This design comes from an exercise in tuning for small area on the open sky130 flow, not from production work.
Only simulation tests tie the RTL to the original design; equivalence was not proved.
The clock port is modelled as an ideal driver; clocking choices that lean on that would not hold on a real chip.
Power and IR drop assume default switching activity.

==> flow/design.v <==
`default_nettype none
module aluCore (
    input  logic [32-1:0] ins,
    input  logic [32-1:0] opA,
    input  logic [32-1:0] opB,
    input  logic [3:0]             fl,
    input  logic                   zOld,
    output logic [32-1:0] aluY,
    output logic [3:0]             newFlags,
    output logic [3:0]             newEnc,
    output logic                   doWrite,
    output logic                   zNew
);
    localparam int W = 32;
    logic n, z, c, v;
    assign {n, z, c, v} = fl;
    logic [3:0] cond;
    logic       condPass;
    logic [1:0] cls;
    logic [3:0] opc;
    logic       mul;
    logic       dp;
    logic       regW;
    logic       exec;
    logic       noWrite;
    logic       logicOp;
    assign cond = ins[31:28];
    assign cls  = ins[27:26];
    assign opc  = ins[24:21];
    always_comb begin
        case (cond)
            4'h0:    condPass = z;
            4'h1:    condPass = !z;
            4'h2:    condPass = c;
            4'h3:    condPass = !c;
            4'h4:    condPass = n;
            4'h5:    condPass = !n;
            4'h6:    condPass = v;
            4'h7:    condPass = !v;
            4'h8:    condPass = c && !z;
            4'h9:    condPass = !c || z;
            4'hA:    condPass = n == v;
            4'hB:    condPass = n != v;
            4'hC:    condPass = !z && (n == v);
            4'hD:    condPass = z || (n != v);
            default: condPass = 1'b1;
        endcase
    end
    assign mul     = !ins[25] && ins[7:4] == 4'b1001 && opc == 4'b0000;
    assign dp      = cls == 2'd0 && !mul;
    assign regW    = cls == 2'd0 ? !mul :
                     cls == 2'd1 ? ins[20] && !(ins[25:20] == 6'b111111 && ins[7:4] == 4'b1111) :
                     1'b0;
    assign exec    = dp && condPass;
    assign noWrite = opc[3:2] == 2'b10;
    assign doWrite = exec && !noWrite;
    assign logicOp = ((opc) == 4'd0 || (opc) == 4'd1 || (opc) == 4'd8 || 
                         (opc) == 4'd9 || (opc) == 4'd12 || (opc) == 4'd13 || 
                         (opc) == 4'd14 || (opc) == 4'd15);
    logic [15:0]  rotDec;
    logic [W-1:0] immVal;
    logic [W-1:0] op2;
    logic [13:0] rotA;
    logic [W-1:0] rotB;
    always_comb begin
        for (int k = 0; k < 14; k++) begin
            rotA[k] = 1'b0;
            for (int s2 = 0; s2 < 4; s2++) begin
                if ((((k + 26) % 32 + 2*s2) % 32) < 8)
                    rotA[k] = rotA[k] | (ins[9:8] == s2 && ins[(((k + 26) % 32) + 2*s2) % 32]);
            end
        end
        for (int j = 0; j < W; j++) begin
            immVal[j] = 1'b0;
            for (int q = 0; q < 4; q++) begin
                if (((((j + 8*q) % 32) + 6) % 32) < 14)
                    immVal[j] = immVal[j] | (ins[11:10] == q && rotA[(((j + 8*q) % 32) + 6) % 32]);
            end
        end
    end
    assign op2 = ins[25] ? immVal : opB;
    logic invB;
    logic revS;
    logic cin;
    always_comb begin
        invB = 1'b0;
        revS = 1'b0;
        cin  = 1'b0;
        case (opc)
            4'd2, 4'd10: begin invB = 1'b1; cin = 1'b1; end
            4'd3:           begin invB = 1'b1; revS = 1'b1; end
            4'd5:           cin = c;
            4'd6:           begin invB = 1'b1; cin = c; end
            4'd7:           begin invB = 1'b1; revS = 1'b1; cin = !c; end
            4'd14, 4'd15: invB = 1'b1;
            default:            ;
        endcase
    end
    logic [3:0] lut;
    always_comb begin
        case (opc)
            4'd0, 4'd8, 4'd14: lut = 4'b1000;
            4'd1, 4'd9:          lut = 4'b0110;
            4'd12:                    lut = 4'b1110;
            4'd13, 4'd15:          lut = 4'b1010;
            default:                     lut = revS ? 4'b1001 : 4'b0110;
        endcase
    end
    localparam int H = W / 2;
    logic [W-1:0] y2;
    logic [H:0]   cLo;
    logic [H:0]   cHi0;
    logic [H:0]   cHi1;
    logic [W-1:0] cy;
    logic         cTop;
    assign y2 = op2 ^ {W{invB}};
    assign cLo[0]  = cin;
    assign cHi0[0] = 1'b0;
    assign cHi1[0] = 1'b1;
    for (genvar i = 0; i < H; i++) begin : gCarry
        assign cLo[i+1]  = (opA[i] & y2[i]) | (cLo[i] & (opA[i] | y2[i]));
        assign cHi0[i+1] = (opA[H+i] & y2[H+i]) | (cHi0[i] & (opA[H+i] | y2[H+i]));
        assign cHi1[i+1] = (opA[H+i] & y2[H+i]) | (cHi1[i] & (opA[H+i] | y2[H+i]));
        assign cy[i]     = cLo[i];
        assign cy[H+i]   = cLo[H] ? cHi1[i] : cHi0[i];
    end
    assign cTop = cLo[H] ? cHi1[H] : cHi0[H];
    for (genvar i = 0; i < W; i++) begin : gBit
        assign aluY[i] = lut[{opA[i], y2[i] ^ (!logicOp && cy[i])}];
    end
    logic cOut;
    logic ovf;
    assign cOut = cTop ^ revS;
    assign ovf  = cTop ^ cy[W-1];
    logic [3:0] aluFlags;
    logic [3:0] mask;
    logic       aluZ;
    assign aluZ     = aluY == '0;
    assign aluFlags = {aluY[W-1], aluZ, logicOp ? c : cOut, ovf};
    assign mask     = (exec && ins[20]) ? (logicOp ? 4'b1110 : 4'b1111) : 4'b0000;
    assign newFlags = (fl & ~mask) | (aluFlags & mask);
    assign newEnc = {exec, exec ? {ins[20], !noWrite} : cls, regW};
    assign zNew   = doWrite ? aluZ : zOld;
endmodule
`default_nettype wire
`default_nettype none
module dpCluster (
    input  logic       clk,
    input  logic       rstN,
    input  logic       wbCyc,
    input  logic       wbStb,
    input  logic       wbWe,
    input  logic [3:0] wbAdr,
    input  logic [32-1:0]      wbDatW,
    output logic [32-1:0]      wbDatR,
    output logic       wbAck
);
    localparam int W = 32;
    localparam int L = 4;
    logic [W-1:0] opA;
    logic [W-1:0] opB;
    logic [W-1:0] res   [L];
    logic [3:0]   flg   [L];
    logic [3:0]   rdS   [L];
    logic [3:0]   enc   [L];     
    logic [L-1:0] zS;            
    logic [L-1:0] done;
    logic [L-1:0] valid;         
    logic       take;
    logic [3:0] adrR;
    logic       weR;
    assign take = !wbAck && wbCyc && wbStb;
    always_ff @(posedge clk) begin
        wbAck <= rstN && take;
        adrR  <= wbAdr;
        weR   <= wbWe;
    end
    always_ff @(posedge clk) begin
        if (take && wbWe && wbAdr == 4'd0) opA <= wbDatW;
        if (take && wbWe && wbAdr == 4'd1) opB <= wbDatW;
    end
    logic [W-1:0] ins;
    logic [1:0]   iLane;
    logic         isIssue;
    logic [1:0]   sLane;
    logic         sValid;
    logic [3:0]   fl;
    logic         zOld;
    assign ins     = wbDatW;
    assign iLane   = {wbAdr[2], wbAdr[0]};
    assign sLane   = wbAck ? adrR[1:0] : iLane;
    assign sValid  = valid[sLane];
    assign isIssue = take && wbWe && wbAdr[3:1] != 3'b000 && wbAdr[3:1] != 3'b011 && !wbAdr[3];
    assign fl      = sValid ? flg[sLane] : 4'b0000;
    assign zOld    = !sValid || zS[sLane];
    logic [W-1:0] aluY;
    logic [3:0]   newFlags;
    logic [3:0]   newEnc;
    logic         doWrite;
    logic         zNew;
    aluCore uAlu (
        .ins      (ins),
        .opA      (opA),
        .opB      (opB),
        .fl       (fl),
        .zOld     (zOld),
        .aluY     (aluY),
        .newFlags (newFlags),
        .newEnc   (newEnc),
        .doWrite  (doWrite),
        .zNew     (zNew)
    );
    logic       clrSel;
    assign clrSel = wbAck && !weR && adrR[3:2] == 2'b11;
    for (genvar i = 0; i < L; i++) begin : gLane
        logic iss;
        assign iss      = isIssue && iLane == i;
        assign valid[i] = !enc[i][3] || enc[i][0];
        always_ff @(posedge clk) begin
            if (iss) begin
                flg[i]  <= newFlags;
                rdS[i]  <= ins[15:12];
                zS[i]   <= zNew;
            end
            if (!rstN) begin
                enc[i]  <= 4'b1000;
            end else if (iss) begin
                enc[i]  <= newEnc;
            end
            if (iss && doWrite) res[i] <= aluY;
            if (iss) begin
                done[i] <= 1'b1;
            end else if (clrSel && adrR[1:0] == i) begin
                done[i] <= 1'b0;
            end
        end
    end
    logic [3:0]  rEnc;
    logic [3:0]  rRd;
    logic [15:0] rStat;
    logic        rPcs;
    assign rEnc   = enc[sLane];
    assign rRd    = rdS[sLane];
    assign rPcs   = (rRd == 4'd15 && rEnc[0]) || (!rEnc[3] && rEnc[2:1] == 2'd2);
    assign rStat  = {zS[sLane], rEnc[3], rRd, rEnc[3] ? 2'b00 : rEnc[2:1], flg[sLane],
                     rEnc[3] && rEnc[2], rPcs, rEnc[3] && rEnc[1], done[sLane]};
    always_comb begin
        wbDatR = '0;
        if (adrR[3] && sValid) begin
            if (adrR[2]) begin
                wbDatR = {{(W-16){1'b0}}, rStat};
            end else if (!zS[sLane]) begin
                wbDatR = res[sLane];
            end
        end
    end
endmodule
`default_nettype wire
export LEC_CHECK = 0
export CAP_MARGIN = 0
export CORE_MARGIN = 2
export CORE_UTILIZATION = 65
export GPL_TIMING_DRIVEN = 0
export SLEW_MARGIN = 0
create_clock -name core_clock -period 10.0 [get_ports {clk}]
standard.sh (not shown) runs the stock make flow with config.mk's settings and CLKGATE_MAP_FILE= SYNTH_SCRIPT=/design/flow/synth_recipe.tcl, a recipe that flattens the netlist after the stock synthesis.
==> flow/flow/run.sh <==
#!/bin/bash
# The standard layout with four changes: ABC maps with the area script
# in area.abc, ports are buffered with buf_1, CTS builds the tree from small
# clock buffers without dummy loads, and the resizer may not use the largest
# buffers (on top of the platform's don't-use cells).
# Everything else, the synthesis passes and the register names included, is
# the standard flow's.
set -euo pipefail
HERE=$(pwd)
F=$HERE/flow

# ORFS synthesis, with abc_args pointed at our script (the -D period stays)
sed "/^read_checkpoint /a set abc_args [lreplace \$abc_args 1 1 $F/area.abc]" \
    "$FLOW_HOME/scripts/synth.tcl" > "$HERE/my_synth.tcl"
grep -q "area.abc" "$HERE/my_synth.tcl"
sed "s#\$::env(SCRIPTS_DIR)/synth.tcl#$HERE/my_synth.tcl#" synth_recipe.tcl > "$HERE/my_synth_recipe.tcl"
grep -q "my_synth.tcl" "$HERE/my_synth_recipe.tcl"

# The platform's don't-use list, plus the largest buffers
DU=$(make -s -C "$FLOW_HOME" DESIGN_CONFIG="$FLOW_CONFIG" print-DONT_USE_CELLS | sed 's/^DONT_USE_CELLS *[:=] *//')
echo "$DU" | grep -q "sky130_fd_sc_hd__probe_p_8"
DU="$DU sky130_fd_sc_hd__buf_8 sky130_fd_sc_hd__buf_12 sky130_fd_sc_hd__buf_16 sky130_fd_sc_hd__bufbuf_8 sky130_fd_sc_hd__bufbuf_16"
echo "$DU" > "$HERE/dont_use.txt"

bash standard.sh \
    "SYNTH_SCRIPT=$HERE/my_synth_recipe.tcl" \
    "DONT_USE_CELLS=$DU" \
    "RECOVER_POWER=100" \
    "BUFFER_PORTS_ARGS=-buffer_cell sky130_fd_sc_hd__buf_1" \
    "CTS_ARGS=-sink_clustering_enable -repair_clock_nets -dont_use_dummy_load -buf_list {sky130_fd_sc_hd__clkbuf_4} -sink_clustering_size 10 -sink_clustering_max_diameter 40" \
    finish > "$HERE/flow.log" 2>&1
==> flow/flow/area.abc <==
strash
&get -n
&fraig -x
&put
scorr
dc2
strash
&get -n
&dch -f
&nf -R 15
&put
The baseline completed and failed the layout checks on capacitance limit, slew limit.
Edit:
--- a/flow/flow/run.sh
+++ b/flow/flow/run.sh
@@ -1,8 +1,14 @@
 #!/bin/bash
-# The standard layout with four changes: ABC maps with the area script
-# in area.abc, ports are buffered with buf_1, CTS builds the tree from small
-# clock buffers without dummy loads, and the resizer may not use the largest
-# buffers (on top of the platform's don't-use cells).
-# Everything else, the synthesis passes and the register names included, is
-# the standard flow's.
+# The standard layout with these changes:
+#  - ABC maps with the script in area.abc; the synthesis passes, and so the
+#    register names and cell types, are the standard synthesis's;
+#  - the floorplan removes ABC's buffers instead of sizing cells for timing
+#    on ideal wires;
+#  - ports are buffered with buf_1;
+#  - CTS builds the tree from clkbuf_4 in small clusters, without dummy loads;
+#  - the resizer may not use the largest buffers (on top of the platform's
+#    don't-use cells);
+#  - after CTS, post_cts.tcl downsizes cells that have slack, then repairs
+#    slew, capacitance and setup again.
+# Make's output goes to flow.log; each ORFS step logs to orfs/logs/.
 set -euo pipefail
@@ -27,3 +33,4 @@
     "DONT_USE_CELLS=$DU" \
-    "RECOVER_POWER=100" \
+    "REMOVE_ABC_BUFFERS=1" \
+    "POST_CTS_TCL=$F/post_cts.tcl" \
     "BUFFER_PORTS_ARGS=-buffer_cell sky130_fd_sc_hd__buf_1" \
==> flow/flow/post_cts.tcl (new file) <==
# After CTS: downsize cells that have slack, then repair slew, capacitance and
# setup again, and legalize.
estimate_parasitics -placement
repair_timing -recover_power 100 -verbose
repair_design -slew_margin 0 -cap_margin 0 -verbose
repair_timing -setup -verbose
detailed_placement
check_placement -verbose
=>
- With this change the flow completed without violations
- die area is unchanged
- worst setup slack improves by 0.081 ns
- critical path depth increases by 1
- via count decreases by 1.9%
- global-route usage decreases by 0.36 points
- wire length decreases by 2.1%
- total power decreases by 0.58%
- flip-flop and latch count is unchanged
- first-iteration DRC count decreases by 11%
Edit:
CORE_UTILIZATION = 70   (was 65)
Outcome: Clock-buffer cell count does not change. Flip-flop and latch count stays the same. Power hardly moves. Clock power drops by about 1%. Routed wire length climbs by 0.69%. Die area drops by 6.9%.

==> port drivers added, routing unchanged <==
Ports are ideal in the flow. The routed layouts listed here were re-timed in OpenROAD. Step 1 (the two cells are an assumption about what drives the block):
set clk [get_ports {clk}]
set_driving_cell -lib_cell sky130_fd_sc_hd__clkbuf_16 $clk
set_driving_cell -lib_cell sky130_fd_sc_hd__buf_2 [delete_from_list [all_inputs] $clk]
Step 2 times the ports against the registers' clock, not the clock port: input delays grow and output delays shrink by t, the midpoint of the rising clock arrivals with the driver on. a / b / c = ideal ports / drivers / drivers and shift; a / b = the first two.
| run | t, ns | slack for setup (ns) | worst register clock-pin slew, ns |
|---|---|---|---|
| the first run | 0.651 | 0.334 / 0.352 / -0.300 | 0.11 / 0.11 |
| the second run | 0.656 | 0.415 / 0.436 / -0.220 | 0.11 / 0.11 |
| the third run | 0.650 | 0.245 / 0.262 / -0.388 | 0.11 / 0.11 |
For the second run, which loses most, drivers alone change the setup slack by +0.021 ns; drivers and shift together by -0.635 ns.
